This is an optimization exercise on Yosys and OpenROAD, whose aim is small area and a short achievable clock period, not a production implementation.
In this exercise RTL edits were held to simulation tests only and were not proved equivalent to the original.
No activity file was given, so power comes from the tool's default toggle rates.

==> flow/design.v <==
package seg_pkg;
    localparam int ING_BEAT_W = 85;    
    localparam int CH_SEG_W   = 76;    
    localparam int ENT_W      = 82;    
    localparam int NSLOT      = 29;    
    function automatic logic [1:0] keep_to_mty(input logic [3:0] k);
        keep_to_mty = {~k[3] & ~k[2] & (k[1] | k[0]), ~k[3] & (k[2] | (~k[1] & k[0]))};
    endfunction
    function automatic logic [ENT_W-1:0] beat_to_ent(input logic [ING_BEAT_W-1:0] b);
        logic [63:0] data;
        logic [7:0]  keep;
        logic [1:0]  xid, sop, eop, alt, err;
        logic [2:0]  stid;
        {data, keep, xid, sop, eop, alt, stid, err} = b;
        beat_to_ent = {data[63:32], keep[4], sop[1], eop[1], err[1], keep_to_mty(keep[7:4]),
                       data[31:0],  keep[0], sop[0], eop[0], err[0], keep_to_mty(keep[3:0]),
                       xid, stid, (xid != alt)};
    endfunction
endpackage
module seg_fifo #(
    parameter int WIDTH = 82,
    parameter int NS    = 29,
    parameter int NSEL  = 2         
) (
    input  logic             aclk,
    input  logic [NS-1:0]    we,        
    input  logic [NS-1:0]    hold,      
    input  logic [WIDTH-1:0] wr_data,
    input  logic [NSEL-1:0][NS-1:0] rd_sel,    
    output logic [WIDTH-1:0] rd_data
);
    logic [NS-1:0][WIDTH-1:0] rd_part;
    for (genvar i = 0; i < NS; i++) begin : g_slot
        logic [WIDTH-1:0] q;
        always_ff @(posedge aclk) begin
            q <= ({WIDTH{we[i]}} & wr_data) | ({WIDTH{hold[i]}} & q);
        end
        for (genvar b = 0; b < WIDTH; b++) begin : g_bit
            assign rd_part[i][b] = rd_sel[b*NSEL/WIDTH][i] & q[b];
        end
    end
    always_comb begin
        rd_data = '0;
        for (int i = 0; i < NS; i++) rd_data = rd_data | rd_part[i];
    end
endmodule
module seg_channel #(
    parameter int NS   = seg_pkg::NSLOT,
    parameter int NSEL = 2
) (
    input  logic                          aclk,
    input  logic                          local_rstn,
    input  logic                          ing_valid,
    output logic                          ing_ready,
    input  logic [seg_pkg::ING_BEAT_W-1:0] ing_beat,
    input  logic                          pop,
    output logic                          ing_head_valid,
    output logic                          ing_level_ok,
    output logic                          egr_almost_full,
    output logic                          seg_valid,
    input  logic                          seg_ready,
    output logic [seg_pkg::CH_SEG_W-1:0]  seg_out,
    output logic [1:0]                    head_xfer_id,
    output logic                          head_alt_ne,
    output logic [2:0]                    head_seg_tid
);
    localparam int            W     = seg_pkg::ENT_W;
    localparam logic [NS-1:0] SLOT0 = {{(NS-1){1'b0}}, 1'b1};
    logic [4:0]    ing_cnt;       
    logic          ing_is15;      
    logic [NS-1:0] wsel;          
    logic [NS-1:0] we, hold;      
    logic          acc;
    logic [4:0]    ing_cnt_nx;
    logic [NS-1:0] wsel_nx;
    logic          ready_nx;
    logic          conv_vld;      
    logic [3:0]    egr_cnt;       
    logic [3:0]    egr_cnt_nx;
    logic [NSEL-1:0][NS-1:0] fsel;    
    logic [W-1:0]  hq, nq;        
    logic [W-1:0]  rd;
    logic          c_ge1, c_ge2, c_ge3;
    logic          rdy_take, idle_take, take;
    logic [W-1:0]  h_rd, h_idle;
    assign acc        = ing_valid & ing_ready;
    assign ing_cnt_nx = ing_cnt + {4'd0, acc} - {4'd0, pop};
    assign wsel_nx    = acc ? {wsel[NS-2:0], wsel[NS-1]} : wsel;
    assign ready_nx   = pop | (ing_ready & ~(ing_is15 & acc));    
    always_ff @(posedge aclk) begin
        if (!local_rstn) begin
            ing_cnt        <= '0;
            ing_is15       <= 1'b0;
            ing_ready      <= 1'b1;
            ing_head_valid <= 1'b0;
            ing_level_ok   <= 1'b0;
            wsel           <= SLOT0;
            we             <= SLOT0;
            hold           <= ~SLOT0;
        end else begin
            ing_cnt        <= ing_cnt_nx;
            ing_is15       <= (ing_cnt_nx == 5'd15);
            ing_ready      <= ready_nx;
            ing_head_valid <= (ing_cnt_nx != 5'd0);
            ing_level_ok   <= (ing_cnt >= 5'd4);
            wsel           <= wsel_nx;
            we             <= ready_nx ? wsel_nx : '0;
            hold           <= ready_nx ? ~wsel_nx : '1;
        end
    end
    seg_fifo #(
        .WIDTH (W),
        .NS    (NS),
        .NSEL  (NSEL)
    ) u_slots (
        .aclk    (aclk),
        .we      (we),
        .hold    (hold),
        .wr_data (seg_pkg::beat_to_ent(ing_beat)),
        .rd_sel  (fsel),
        .rd_data (rd)
    );
    assign c_ge1      = seg_valid;    
    assign egr_cnt_nx = egr_cnt + {3'd0, conv_vld} - {3'd0, seg_ready & c_ge1};
    assign rdy_take  = c_ge3 | conv_vld;
    assign idle_take = conv_vld & ~c_ge2;
    assign take      = seg_ready ? rdy_take : idle_take;
    assign h_rd   = c_ge2 ? nq : (conv_vld ? rd : '0);
    assign h_idle = (~c_ge1 & conv_vld) ? rd : hq;
    always_ff @(posedge aclk) begin
        if (!local_rstn) begin
            conv_vld        <= 1'b0;
            egr_cnt         <= '0;
            c_ge2           <= 1'b0;
            c_ge3           <= 1'b0;
            seg_valid       <= 1'b0;
            egr_almost_full <= 1'b0;
            fsel            <= {NSEL{SLOT0}};
            hq              <= '0;
        end else begin
            conv_vld        <= pop;
            egr_cnt         <= egr_cnt_nx;
            c_ge2           <= (egr_cnt_nx >= 4'd2);
            c_ge3           <= (egr_cnt_nx >= 4'd3);
            seg_valid       <= c_ge2 | conv_vld | (c_ge1 & ~seg_ready);
            egr_almost_full <= (egr_cnt >= 4'd12);
            for (int k = 0; k < NSEL; k++) begin
                fsel[k] <= take ? {fsel[k][NS-2:0], fsel[k][NS-1]} : fsel[k];
            end
            hq              <= seg_ready ? h_rd : h_idle;
        end
    end
    always_ff @(posedge aclk) begin
        nq <= (seg_ready | ~c_ge2) ? rd : nq;
    end
    assign seg_out      = hq[W-1:6];
    assign head_xfer_id = hq[5:4];
    assign head_seg_tid = hq[3:1];
    assign head_alt_ne  = hq[0];
endmodule
module drain_ctrl #(
    parameter int NUM_CH = 2
) (
    input  logic              aclk,
    input  logic              local_rstn,
    input  logic [NUM_CH-1:0] head_valid,
    input  logic [NUM_CH-1:0] level_ok,
    input  logic [NUM_CH-1:0] almost_full,
    output logic              pop
);
    logic align_rdy;    
    logic drain_en;     
    logic egr_room;
    always_ff @(posedge aclk) begin
        if (!local_rstn || head_valid == '0) begin
            align_rdy <= 1'b0;
            drain_en  <= 1'b0;
        end else begin
            if (&level_ok) align_rdy <= 1'b1;  
            drain_en <= align_rdy;
        end
    end
    always_ff @(posedge aclk) begin
        if (!local_rstn) begin
            egr_room <= 1'b0;
        end else begin
            egr_room <= ~(|almost_full);
        end
    end
    assign pop = drain_en & (&head_valid) & egr_room;
endmodule
module align_checker (
    input  logic       aclk,
    input  logic       local_rstn,
    input  logic [3:0] xfer_id,    
    input  logic [1:0] alt_ne,     
    input  logic [5:0] seg_tid,    
    output logic       err_alignment
);
    logic id_ne, tid_ne, alt_any;
    always_ff @(posedge aclk) begin
        if (!local_rstn) begin
            id_ne         <= 1'b0;
            tid_ne        <= 1'b0;
            alt_any       <= 1'b0;
            err_alignment <= 1'b0;
        end else begin
            id_ne         <= (xfer_id[1:0] != xfer_id[3:2]);
            tid_ne        <= (seg_tid[2:0] != seg_tid[5:3]);
            alt_any       <= |alt_ne;
            err_alignment <= id_ne | tid_ne | alt_any;
        end
    end
endmodule
module axis_to_seg_top (
    input  logic          aclk,
    input  logic          local_rstn,
    input  logic [1:0]    ing_valid,
    output logic [1:0]    ing_ready,
    input  logic [169:0]  ing_beat,    
    output logic [1:0]    seg_valid,
    input  logic [1:0]    seg_ready,
    output logic [151:0]  seg_out,     
    output logic [2:0]    seg_tid,
    output logic          err_alignment
);
    logic [1:0] head_valid, level_ok, almost_full, alt_ne;
    logic       pop;
    logic [3:0] head_xfer_id;
    logic [5:0] head_seg_tid;
    for (genvar ch = 0; ch < 2; ch++) begin : gen_ch
        seg_channel u_channel (
            .aclk            (aclk),
            .local_rstn      (local_rstn),
            .ing_valid       (ing_valid[ch]),
            .ing_ready       (ing_ready[ch]),
            .ing_beat        (ing_beat[ch*85 +: 85]),
            .pop             (pop),
            .ing_head_valid  (head_valid[ch]),
            .ing_level_ok    (level_ok[ch]),
            .egr_almost_full (almost_full[ch]),
            .seg_valid       (seg_valid[ch]),
            .seg_ready       (seg_ready[ch]),
            .seg_out         (seg_out[ch*76 +: 76]),
            .head_xfer_id    (head_xfer_id[ch*2 +: 2]),
            .head_alt_ne     (alt_ne[ch]),
            .head_seg_tid    (head_seg_tid[ch*3 +: 3])
        );
    end
    drain_ctrl u_drain (
        .aclk        (aclk),
        .local_rstn  (local_rstn),
        .head_valid  (head_valid),
        .level_ok    (level_ok),
        .almost_full (almost_full),
        .pop         (pop)
    );
    align_checker u_align (
        .aclk          (aclk),
        .local_rstn    (local_rstn),
        .xfer_id       (head_xfer_id),
        .alt_ne        (alt_ne),
        .seg_tid       (head_seg_tid),
        .err_alignment (err_alignment)
    );
    assign seg_tid = head_seg_tid[2:0];    
endmodule
export LEC_CHECK = 0
export CAP_MARGIN = 20
export CORE_MARGIN = 2
export CORE_UTILIZATION = 65
export CTS_CLUSTER_DIAMETER = 80
export CTS_CLUSTER_SIZE = 30
export SETUP_SLACK_MARGIN = 3.1
export SLEW_MARGIN = 20
create_clock -name core_clock -period 5.5 [get_ports {aclk}]
run.sh (not shown) runs the stock make flow with config.mk's settings and CLKGATE_MAP_FILE= SYNTH_SCRIPT=/design/flow/synth_recipe.tcl, a recipe that flattens the netlist after the stock synthesis.
==> next run, changes <==
- SETUP_SLACK_MARGIN: 3.1 -> 2.8
What happened:
- The changed run finished with timing, DRC and antenna clean
- via count is about the same
- worst hold slack got worse by 0.012 ns
- sequential share of layout area grows by 0.65 points
- final area goes down by 1.3%
- first-iteration DRC count increases by 1.5%
- clock power fell by about 2%
- global-route usage goes up by 0.45 points
- clock-buffer cell count rises by 12
- worst setup slack gets worse by 0.026 ns

axis_to_seg_top, a different RTL version from the one above (not shown whole).
For scale: roughly 17000 cells after synthesis, ~5400 flip-flops, about 190000 um2 of cells after synthesis.
// axis_to_seg_top
module axis_to_seg_top (
    input  logic          aclk,
    input  logic          local_rstn,
    input  logic [1:0]    ing_valid,
    output logic [1:0]    ing_ready,
    input  logic [169:0]  ing_beat,    
    output logic [1:0]    seg_valid,
    input  logic [1:0]    seg_ready,
    output logic [151:0]  seg_out,     
    output logic [2:0]    seg_tid,
    output logic          err_alignment
);
clock: 5.5 ns
lec_check: 0
cap_margin: 20
core_margin: 2
core_utilization: 70
cts_cluster_diameter: 70
cts_cluster_size: 25
setup_slack_margin: 3.1
slew_margin: 20
Change:
--- a/flow/config.mk
+++ b/flow/config.mk
@@ -9,3 +9,3 @@
 export CORE_MARGIN = 2
-export CORE_UTILIZATION = 70
+export CORE_UTILIZATION = 65
 export CTS_CLUSTER_DIAMETER = 70
Outcome: The changed run passed the timing, design-rule and antenna checks; worst setup slack gains 36 ps; register-to-register slack stays flat; synthesized cell count does not change; routed wire length stays flat; design area stays flat; clock-buffer cell count rises by 8; power is about the same; clock power is about the same; worst hold slack gains 5.0 ps; first-iteration DRC count falls by 10%; die area rises by 7.6%.
Change:
--- a/flow/config.mk
+++ b/flow/config.mk
@@ -12,2 +12,3 @@
 export CTS_CLUSTER_SIZE = 25
+export PLACE_DENSITY = 0.72
 export SETUP_SLACK_MARGIN = 3.1
=>
- The new run produced a clean layout
- sequential share of layout area is unchanged
- wire length stays the same
- worst setup slack stays the same
- power stays the same
- synthesized area is unchanged

static timing again, ports no longer ideal:
How much do the figures lean on ideal ports? The routed layouts below were timed once more, with nothing changed but the port constraints.
Step 1: set_driving_cell puts a clkbuf_16 on aclk and a buf_2 on each other input, an assumption about the parent block.
Step 2, shift: input delay + t, output delay - t, t = (earliest + latest rising clock arrival at the registers) / 2. This alone moves slack from input paths to output paths.
Three values: ideal, step 1, step 2; two values: the first two.
run	t (ns)	setup slack, ns	worst slew at a driven data input, ns
the first run of note 1	1.108	2.749 / 2.633 / 1.959	0.28
the second run of note 1	1.106	2.723 / 2.675 / 1.924	0.30
the first run of note 2	1.117	2.791 / 2.679 / 1.977	0.30
the second run of note 2	1.111	2.827 / 2.718 / 2.101	0.32
the third run of note 2	1.111	2.827 / 2.718 / 2.101	0.32
After both steps setup and hold are still met in every run listed. For the first run of note 2, which loses most, drivers alone change the setup slack by -0.112 ns; drivers and shift together by -0.814 ns.
